What follows belongs to an exercise in optimizing a design on an open flow for small area, a short achievable clock period and few clock cycles per item; a production flow would make more cautious choices. Only simulation tests tie the RTL to the original design; equivalence was not proved. No activity file was given, so power comes from the tool's default toggle rates.

$ cat design/flow/run.sh
#!/bin/bash
# synth_recipe.tcl (not shown) runs the flow's synth.tcl, then flattens the netlist and writes it again
# the make line also repeats each setting of config.mk as NAME=value (left out here)
make -C /OpenROAD-flow-scripts/flow DESIGN_CONFIG=/design/flow/config.mk WORK_HOME=/design/flow/orfs CLKGATE_MAP_FILE= SYNTH_SCRIPT=/design/flow/synth_recipe.tcl finish
$ cat design/flow/design.v
package sli_pkg;
   localparam int ValueWidth = 32;
   localparam int CountWidth = 5;
   typedef enum logic [1:0] {
      ACT_INSERT = 2'd0,
      ACT_DELETE = 2'd1,
      ACT_LIST   = 2'd2,
      ACT_NONE   = 2'd3
   } action_type;
   typedef enum logic [1:0] {
      ST_OK       = 2'd0,
      ST_FULL     = 2'd1,
      ST_EMPTY    = 2'd2,
      ST_NOTFOUND = 2'd3
   } status_type;
endpackage
module sli_ram #(
   parameter int Width = 32,
   parameter int Depth = 16
) (
   input  logic                     clock,
   input  logic                     wr_en,
   input  logic [$clog2(Depth)-1:0] wr_addr,
   input  logic [Width-1:0]         wr_data,
   input  logic [$clog2(Depth)-1:0] rd_addr,
   output logic [Width-1:0]         rd_data
);
   logic [Width-1:0] mem [Depth];
   always_ff @(posedge clock) begin
      if (wr_en) begin
         mem[wr_addr] <= wr_data;
      end
      rd_data <= mem[rd_addr];
   end
endmodule
module sli_ctrl #(
   parameter int Capacity = 16
) (
   input  logic                           clock,
   input  logic                           reset,
   input  logic                           in_valid,
   output logic                           in_ready,
   input  logic [1:0]                     in_action,
   input  logic [sli_pkg::ValueWidth-1:0] in_value,
   output logic                           out_valid,
   input  logic                           out_ready,
   output logic [1:0]                     out_status,
   output logic [sli_pkg::ValueWidth-1:0] out_entry,
   output logic [sli_pkg::CountWidth-1:0] out_count,
   output logic                           out_last
);
   localparam int AW = $clog2(Capacity);
   localparam int NW = $clog2(Capacity + 1);
   localparam int VW = sli_pkg::ValueWidth;
   typedef enum logic [5:0] {
      S_IDLE  = 6'b000001,
      S_SCAN  = 6'b000010,   
      S_SHUP  = 6'b000100,   
      S_SHDN  = 6'b001000,   
      S_LIST  = 6'b010000,
      S_OUT   = 6'b100000
   } state_type;
   state_type         state_ff, state_in;
   logic [NW-1:0]     count_ff, count_in;
   logic [NW-1:0]     idx_ff, idx_in;       
   logic              rdv_ff, rdv_in;       
   logic [1:0]        act_ff, act_in;
   logic [VW-1:0]     val_ff, val_in;
   logic              ov_ff, ov_in;
   logic [1:0]        ost_ff, ost_in;
   logic [VW-1:0]     oent_ff, oent_in;
   logic              olast_ff, olast_in;
   logic              lent_ff, lent_in;     
   logic              wr_en;
   logic [AW-1:0]     wr_addr, rd_addr;
   logic [VW-1:0]     wr_data, rd_data;
   logic [NW-1:0]     prev;
   sli_ram #(.Width(VW), .Depth(Capacity)) u_ram (
      .clock, .wr_en, .wr_addr, .wr_data, .rd_addr, .rd_data
   );
   assign prev = idx_ff - NW'(1);
   assign in_ready = (state_ff == S_IDLE) && !ov_ff;
   assign out_valid = ov_ff;
   assign out_status = ost_ff;
   assign out_entry = lent_ff ? rd_data : oent_ff;
   assign out_count = sli_pkg::CountWidth'(count_ff);
   assign out_last = olast_ff;
   always_comb begin
      state_in = state_ff; count_in = count_ff; idx_in = idx_ff; rdv_in = 1'b0;
      act_in = act_ff; val_in = val_ff;
      ov_in = ov_ff; ost_in = ost_ff; oent_in = oent_ff; olast_in = olast_ff;
      lent_in = lent_ff;
      wr_en = 1'b0; wr_addr = AW'(0); wr_data = val_ff;
      rd_addr = AW'(idx_ff);
      if (ov_ff && out_ready) begin
         ov_in = 1'b0; lent_in = 1'b0;
      end
      case (state_ff)
         S_IDLE: begin
            if (in_valid && in_ready) begin
               act_in = in_action; val_in = in_value; idx_in = '0;
               ost_in = sli_pkg::ST_OK; oent_in = '0; olast_in = 1'b1;
               case (in_action)
                  sli_pkg::ACT_INSERT: begin
                     if (count_ff >= NW'(Capacity)) begin
                        ost_in = sli_pkg::ST_FULL; ov_in = 1'b1;
                     end else if (count_ff == '0) begin
                        state_in = S_SHUP;
                     end else begin
                        state_in = S_SCAN; rdv_in = 1'b1;
                        idx_in = NW'(1);
                     end
                  end
                  sli_pkg::ACT_DELETE: begin
                     if (count_ff == '0) begin
                        ost_in = sli_pkg::ST_EMPTY; ov_in = 1'b1;
                     end else begin
                        state_in = S_SCAN; rdv_in = 1'b1; idx_in = NW'(1);
                     end
                  end
                  sli_pkg::ACT_LIST: begin
                     if (count_ff == '0) begin
                        ost_in = sli_pkg::ST_EMPTY; ov_in = 1'b1;
                     end else begin
                        state_in = S_LIST;
                     end
                  end
                  default: ov_in = 1'b1;
               endcase
               rd_addr = AW'(0);
            end
         end
         S_SCAN: begin
            rd_addr = AW'(idx_ff);
            rdv_in = 1'b1;
            idx_in = idx_ff + NW'(1);
            if (act_ff == sli_pkg::ACT_INSERT) begin
               if ($signed(val_ff) <= $signed(rd_data)) begin
                  idx_in = prev; state_in = S_SHUP; rdv_in = 1'b0;
               end else if (idx_ff == count_ff) begin
                  idx_in = count_ff; state_in = S_SHUP; rdv_in = 1'b0;
               end
            end else begin
               if (val_ff == rd_data) begin
                  idx_in = prev; state_in = S_SHDN; rdv_in = 1'b0;
               end else if (idx_ff == count_ff) begin
                  ost_in = sli_pkg::ST_NOTFOUND; ov_in = 1'b1;
                  state_in = S_IDLE;
               end
            end
            if (state_in == S_SHUP) begin
               act_in = act_ff;
            end
         end
         S_SHUP: begin
            if (!rdv_ff) begin
               oent_in = VW'(count_ff);
               rd_addr = AW'(count_ff - NW'(1));
               rdv_in = 1'b1;
               if (count_ff == idx_ff) begin
                  wr_en = 1'b1; wr_addr = AW'(idx_ff); wr_data = val_ff;
                  count_in = count_ff + NW'(1); ov_in = 1'b1; state_in = S_IDLE;
                  rdv_in = 1'b0;
               end
            end else begin
               wr_en = 1'b1; wr_addr = AW'(oent_ff); wr_data = rd_data;
               oent_in = oent_ff - VW'(1);
               rd_addr = AW'(oent_ff - VW'(2));
               rdv_in = 1'b1;
               if (NW'(oent_ff) == idx_ff + NW'(1)) begin
                  rdv_in = 1'b0; state_in = S_OUT;
               end
            end
         end
         S_SHDN: begin
            if (!rdv_ff) begin
               rd_addr = AW'(idx_ff + NW'(1));
               rdv_in = 1'b1;
               if (idx_ff + NW'(1) >= count_ff) begin
                  count_in = count_ff - NW'(1); ov_in = 1'b1;
                  state_in = S_IDLE; rdv_in = 1'b0;
               end
            end else begin
               wr_en = 1'b1; wr_addr = AW'(idx_ff); wr_data = rd_data;
               idx_in = idx_ff + NW'(1);
               rd_addr = AW'(idx_ff + NW'(2));
               if (idx_ff + NW'(2) >= count_ff) begin
                  count_in = count_ff - NW'(1); ov_in = 1'b1;
                  state_in = S_IDLE; rdv_in = 1'b0;
               end else begin
                  rdv_in = 1'b1;
               end
            end
         end
         S_LIST: begin
            rd_addr = AW'(idx_ff);
            if (!ov_ff || out_ready) begin
               ov_in = 1'b1; lent_in = 1'b1; ost_in = sli_pkg::ST_OK;
               olast_in = (idx_ff + NW'(1) == count_ff);
               if (idx_ff + NW'(1) == count_ff) begin
                  state_in = S_IDLE;
               end else begin
                  idx_in = idx_ff + NW'(1);
               end
            end else begin
               rd_addr = AW'(prev);
            end
         end
         S_OUT: begin
            wr_en = 1'b1; wr_addr = AW'(idx_ff); wr_data = val_ff;
            count_in = count_ff + NW'(1); ov_in = 1'b1;
            oent_in = '0; state_in = S_IDLE;
         end
         default: state_in = S_IDLE;
      endcase
      if (state_ff != S_SHUP && state_in == S_SHUP) begin
         oent_in = '0;
      end
      if (state_ff == S_SHUP && state_in == S_IDLE) begin
         oent_in = '0;
      end
   end
   always_ff @(posedge clock) begin
      if (reset) begin
         state_ff <= S_IDLE; count_ff <= '0; ov_ff <= 1'b0; lent_ff <= 1'b0;
         rdv_ff <= 1'b0; idx_ff <= '0;
      end else begin
         state_ff <= state_in; count_ff <= count_in; ov_ff <= ov_in;
         lent_ff <= lent_in; rdv_ff <= rdv_in; idx_ff <= idx_in;
      end
      act_ff <= act_in; val_ff <= val_in; ost_ff <= ost_in;
      oent_ff <= oent_in; olast_ff <= olast_in;
   end
endmodule
module sorted_list_insert_delete #(
   parameter int CAPACITY = 16
) (
   input  logic        clock,
   input  logic        reset,
   input  logic        req_tvalid,
   output logic        req_tready,
   input  logic [39:0] req_tdata,    
   output logic        rsp_tvalid,
   input  logic        rsp_tready,
   output logic [39:0] rsp_tdata,    
   output logic        rsp_tlast
);
   logic [1:0]  st;
   logic [31:0] ent;
   logic [4:0]  cnt;
   sli_ctrl #(.Capacity(CAPACITY)) u_ctrl (
      .clock, .reset,
      .in_valid(req_tvalid), .in_ready(req_tready),
      .in_action(req_tdata[1:0]), .in_value(req_tdata[33:2]),
      .out_valid(rsp_tvalid), .out_ready(rsp_tready),
      .out_status(st), .out_entry(ent), .out_count(cnt), .out_last(rsp_tlast)
   );
   assign rsp_tdata = {1'b0, cnt, ent, st};
endmodule
$ cat design/flow/constraint.sdc
create_clock -name core_clock -period 6.0 [get_ports {clock}]
set_input_delay 1.2000 -clock core_clock [delete_from_list [all_inputs] [get_ports {clock}]]
set_output_delay 1.2000 -clock core_clock [all_outputs]
set_load 0.01 [all_outputs]
$ cat design/flow/config.mk
export PLATFORM = sky130hd
export DESIGN_NAME = sorted_list_insert_delete
export DESIGN_NICKNAME = sorted_list_insert_delete
export VERILOG_FILES = /design/flow/design.v
export SDC_FILE = /design/flow/constraint.sdc
export NUM_CORES = 4
export LEC_CHECK = 0
export CAP_MARGIN = 20
export CORE_MARGIN = 2
export CORE_UTILIZATION = 40
export SLEW_MARGIN = 20
==> results.yml <==
logic_synthesis:
  yosys.area.top_type_share_pct: 59.7
  synthMuxAreaShare_pct: 6.82
  syn_area_um2: 27600
  synthTopCellsByArea: "edfxtp_1, dfxtp_1, mux2_2, ha_1, mux4_2"
  synth_edf_count: 549
  synth-seq-cells: 632
  syn_inst: 1997
  synth-xor-area-share_pct: 1.65
  async_flop_share_pct: 0
  syn-num-nets: 2100
  synth_area_per_cell_um2: 13.8
  synth_area_leader_cell: "edfxtp_1"
  yosysWarnings: 2
  synthAdderAreaFrac_pct: 2.71
  synth_seq_area_share_pct: 65.7
  synthFlopType: "edfxtp_1"
  synth-compound-area-share_pct: 11.6
  synth.most_common_cell: "edfxtp_1"
  synth_common_cells: "edfxtp_1, nand2_1, o21ai_0"
  synth-simple-area-share_pct: 8.48
  synth_top_family_by_area: "compound AO/OA/AOI/OAI gates"
  synth.distinct_cells: 89
route:
  via_per_inst: 5.98
  routed.top_layer: "met4"
  routed-wl-met2_um: 38200
  drtIter0Drc: 2020
  wl_met1_um: 33000
  antenna_left: 0
  drt_pass1_iterations: 8
  num_vias: 18000
  met3_length_um: 4600
  drc: 0
  wl_um: 78300
  wire_per_inst_um: 25.9
run:
  maxCapViolCount: 0
clock_tree:
  cts-hold-fix-buffers: 0
  postCtsSetupBuffers: 0
  cts_buffers: 66
  clock_latency_ns: 0.60
  cts_sinks: 632
  cts-root-buf: "clkbuf_16"
  tritoncts: "yes"
  htree_levels: 3
  cts.path.max_buffers: 3
  clkTransAtPathRegs_ns: 0.06
  cts_resized: 0
floorplanning:
  start_util_pct: 40.3
  die_y_um: 267
  fp.dieW_um: 267
  core_area_um2: 68500
  die_area_um2: 71100
  io_pins: 87
  placementRows: 96
timing:
  hold_viol: 0
  tightestPinTransition_ns: 1.09
  slew_headroom_pct: 26.8
  max_freq_mhz: 236
  final-setup-viol-count: 0
  rsz0062_at_grt: "no"
  timing.final.crit_share_pct: 70.7
  maxSlewViolCount: 0
  finalSetupTns_ns: 0
  clock_skew_ns: 0.0218
  period_minus_slack_ns: 4.24
placement:
  gp_congestion: 0.924
  port_buffers: 79
  place_inst: 2900
  place_hpwl_um: 45700
power_and_ir_drop:
  peakVddDrop_uv: 182
  p_leak_nw: 10.7
  p_per_area_nw_per_um2: 332
cells_and_area:
  area_growth_pct: 15.5
  final_nets: 2189
  diodes: 0
  drive_gt1_share_pct: 16.5
  final_cells: 3019
status:
  status: "finished clean"
global_route:
  grt_max_degree: 66
  antenna_found_initial: 0
  grt_pass1_wl_um: 115000
  grt_usage_pct: 21.9
  grt_pass1_vias: 17900
  overflow: 0
critical_path:
  critPathSlowestCell: "buf_4"
  cp-end-kind: "flip-flop"
  path_class: "reg2reg"
  crit_chain: "inv_1 -> ha_1 -> nor2b_1 -> nand4_1 -> buf_4 -> o31a_1 -> o21ai_0 -> a22oi_1 -> nand2b_1 -> nor2_4 -> buf_4"
  cp_max_fo: 32
  arrival_ns: 4.45
  max_stage_delay_ns: 0.62
  cpMostUsedCell: "buf_4"
  cp.required_ns: 6.21
  crit_path_start_kind: "flip-flop"
hold_path:
  hp-class: "reg2reg"
==> cell type report <==
cell class	instances	area, um2
clock inverter	28	323
fill	5996	36600
clock buffer	91	1820
sequential	632	18100
inverter	55	206
multi-input combinational	1176	8860
timing repair buffer	155	1420
tap	882	1100
==> cell families after synthesis <==
| family | count (synthesis) |
|---|---|
| DFF | 632 |
| adders and majority gates | 60 |
| and+or+nand+nor | 453 |
| xor gates and xnor gates | 52 |
| muxes | 136 |
| AOI/OAI and AO/OA | 474 |
| other | 1 |
| buffers and inverters | 189 |
==> power breakdown <==
group / total (mW) / internal [mW] / switching, mW
sequential: 5.18 / 4.99 / 0.198
combinational: 1.32 / 0.529 / 0.793
clock: 4.09 / 2.42 / 1.67
==> layout by cell type, fill, tap and decap left out, types with 6 or more instances in the layout <==
master / count
o21ai_2: 6
mux4_2: 32
a211oi_1: 42
inv_1: 54
o22ai_1: 68
mux2_2: 96
bufinv_16: 7
nand4_1: 21
xor2_1: 21
a31oi_1: 6
clkbuf_1: 19
mux2i_1: 8
and3_1: 65
nor3_1: 22
nor4_1: 38
nor2_1: 47
nand3_1: 13
edfxtp_1: 549
or3_1: 6
buf_4: 71
xnor2_1: 31
nor2b_1: 14
or4_1: 9
dfxtp_1: 82
nand2_1: 153
clkdlybuf4s50_1: 79
a311oi_1: 34
nor2_4: 15
o21ai_0: 128
clkbuf_16: 67
clkinv_1: 10
ha_1: 59
a21oi_1: 55
a32oi_1: 33
a22oi_1: 34
nand2b_1: 20
==> worst paths after layout <==
path / slack (ns) / startpoint / end / cells past startpoint
worst max-delay path: 1.76 / u_ctrl.count_ff[1]$_SDFFE_PP0P_ / u_ctrl.u_ram.mem[2][11]$_DFFE_PP_ / 11
worst min-delay path: 0.56 / u_ctrl.oent_ff[20]$_SDFFE_PP0P_ / u_ctrl.oent_ff[20]$_SDFFE_PP0P_ / 2
worst max register to register: 1.76 / u_ctrl.count_ff[1]$_SDFFE_PP0P_ / u_ctrl.u_ram.mem[2][11]$_DFFE_PP_ / 11
worst min register to register: 0.56 / u_ctrl.oent_ff[20]$_SDFFE_PP0P_ / u_ctrl.oent_ff[20]$_SDFFE_PP0P_ / 2
==> per-stage QoR <==
stage | hold slack (ns) | util [%] | setup slack (ns) | power, mW | area, um2
finish | 0.564 | 46.6 | 1.76 | 10.6 | 31900
detailed placement | 0.552 | 43.4 | 1.28 | 6.58 | 29700
floorplan | 0.503 | - | 0.957 | 5.97 | 27600
global route | 0.593 | 46.6 | 1.52 | 11.0 | 31900
CTS | 0.562 | 46.5 | 1.75 | 10.7 | 31900
global placement | 0.542 | 43.4 | 1.30 | 6.55 | 29700
==> per-layer routing <==
metal / vias up / track usage, %
li1: 8029 / -
met2: 675 / 36.4
met3: 159 / 2.80
met1: 9184 / 29.4
met4: 0 / 8.29
met5: - / 0
==> critical path: cells and delay by family, from the launching register on <==
kind	cells	cell delay [ns]
AO/OA/AOI/OAI	3	0.98
adder cells (fa/ha/maj)	1	0.36
buffers and inverters	3	1.06
flip-flops	1	0.61
AND/OR/NAND/NOR	4	0.81
==> state kept, by name (all words and copies together), names as in the netlist <==
signal	flops
u_ctrl.oent_ff	32
u_ctrl.val_ff	32
u_ctrl.ov_ff	1
u_ctrl.act_ff	2
u_ctrl.u_ram.rd_data	32
u_ctrl.ost_ff	2
u_ctrl.count_ff	5
u_ctrl.idx_ff	5
u_ctrl.u_ram.mem	512
u_ctrl.olast_ff	1
u_ctrl.lent_ff	1
u_ctrl.rdv_ff	1
u_ctrl.state_ff	6
Testbench counts, summed over its fixed seeds: cycles 44,001, items 3,200.

==> re-timing with driven ports <==
No port has a modelled driver above. Below, the same layout with a new extraction and two added sets of constraints.
Step 1 sets driving cells, clkbuf_16 on the clock port and buf_2 on the other inputs (assumed; they add their load-dependent delay and slew).
Step 2, shift: input delay + t, output delay - t, t = (earliest + latest rising clock arrival at the registers) / 2. This alone moves slack from input paths to output paths.
Three values: no drivers, after step 1, after step 2; two values: the first two.
t, ns: 0.651
slack for setup (ns): 1.758 / 1.758 / 1.295
hold WS [ns]: 0.564 / 0.564 / 0.564
worst setup path at the end: input to register
worst register clock-pin slew, ns: 0.07 / 0.07
After both steps setup and hold are still met in this run. The setup slack of this run moves by 0.000 ns with the drivers and by -0.463 ns with both steps.
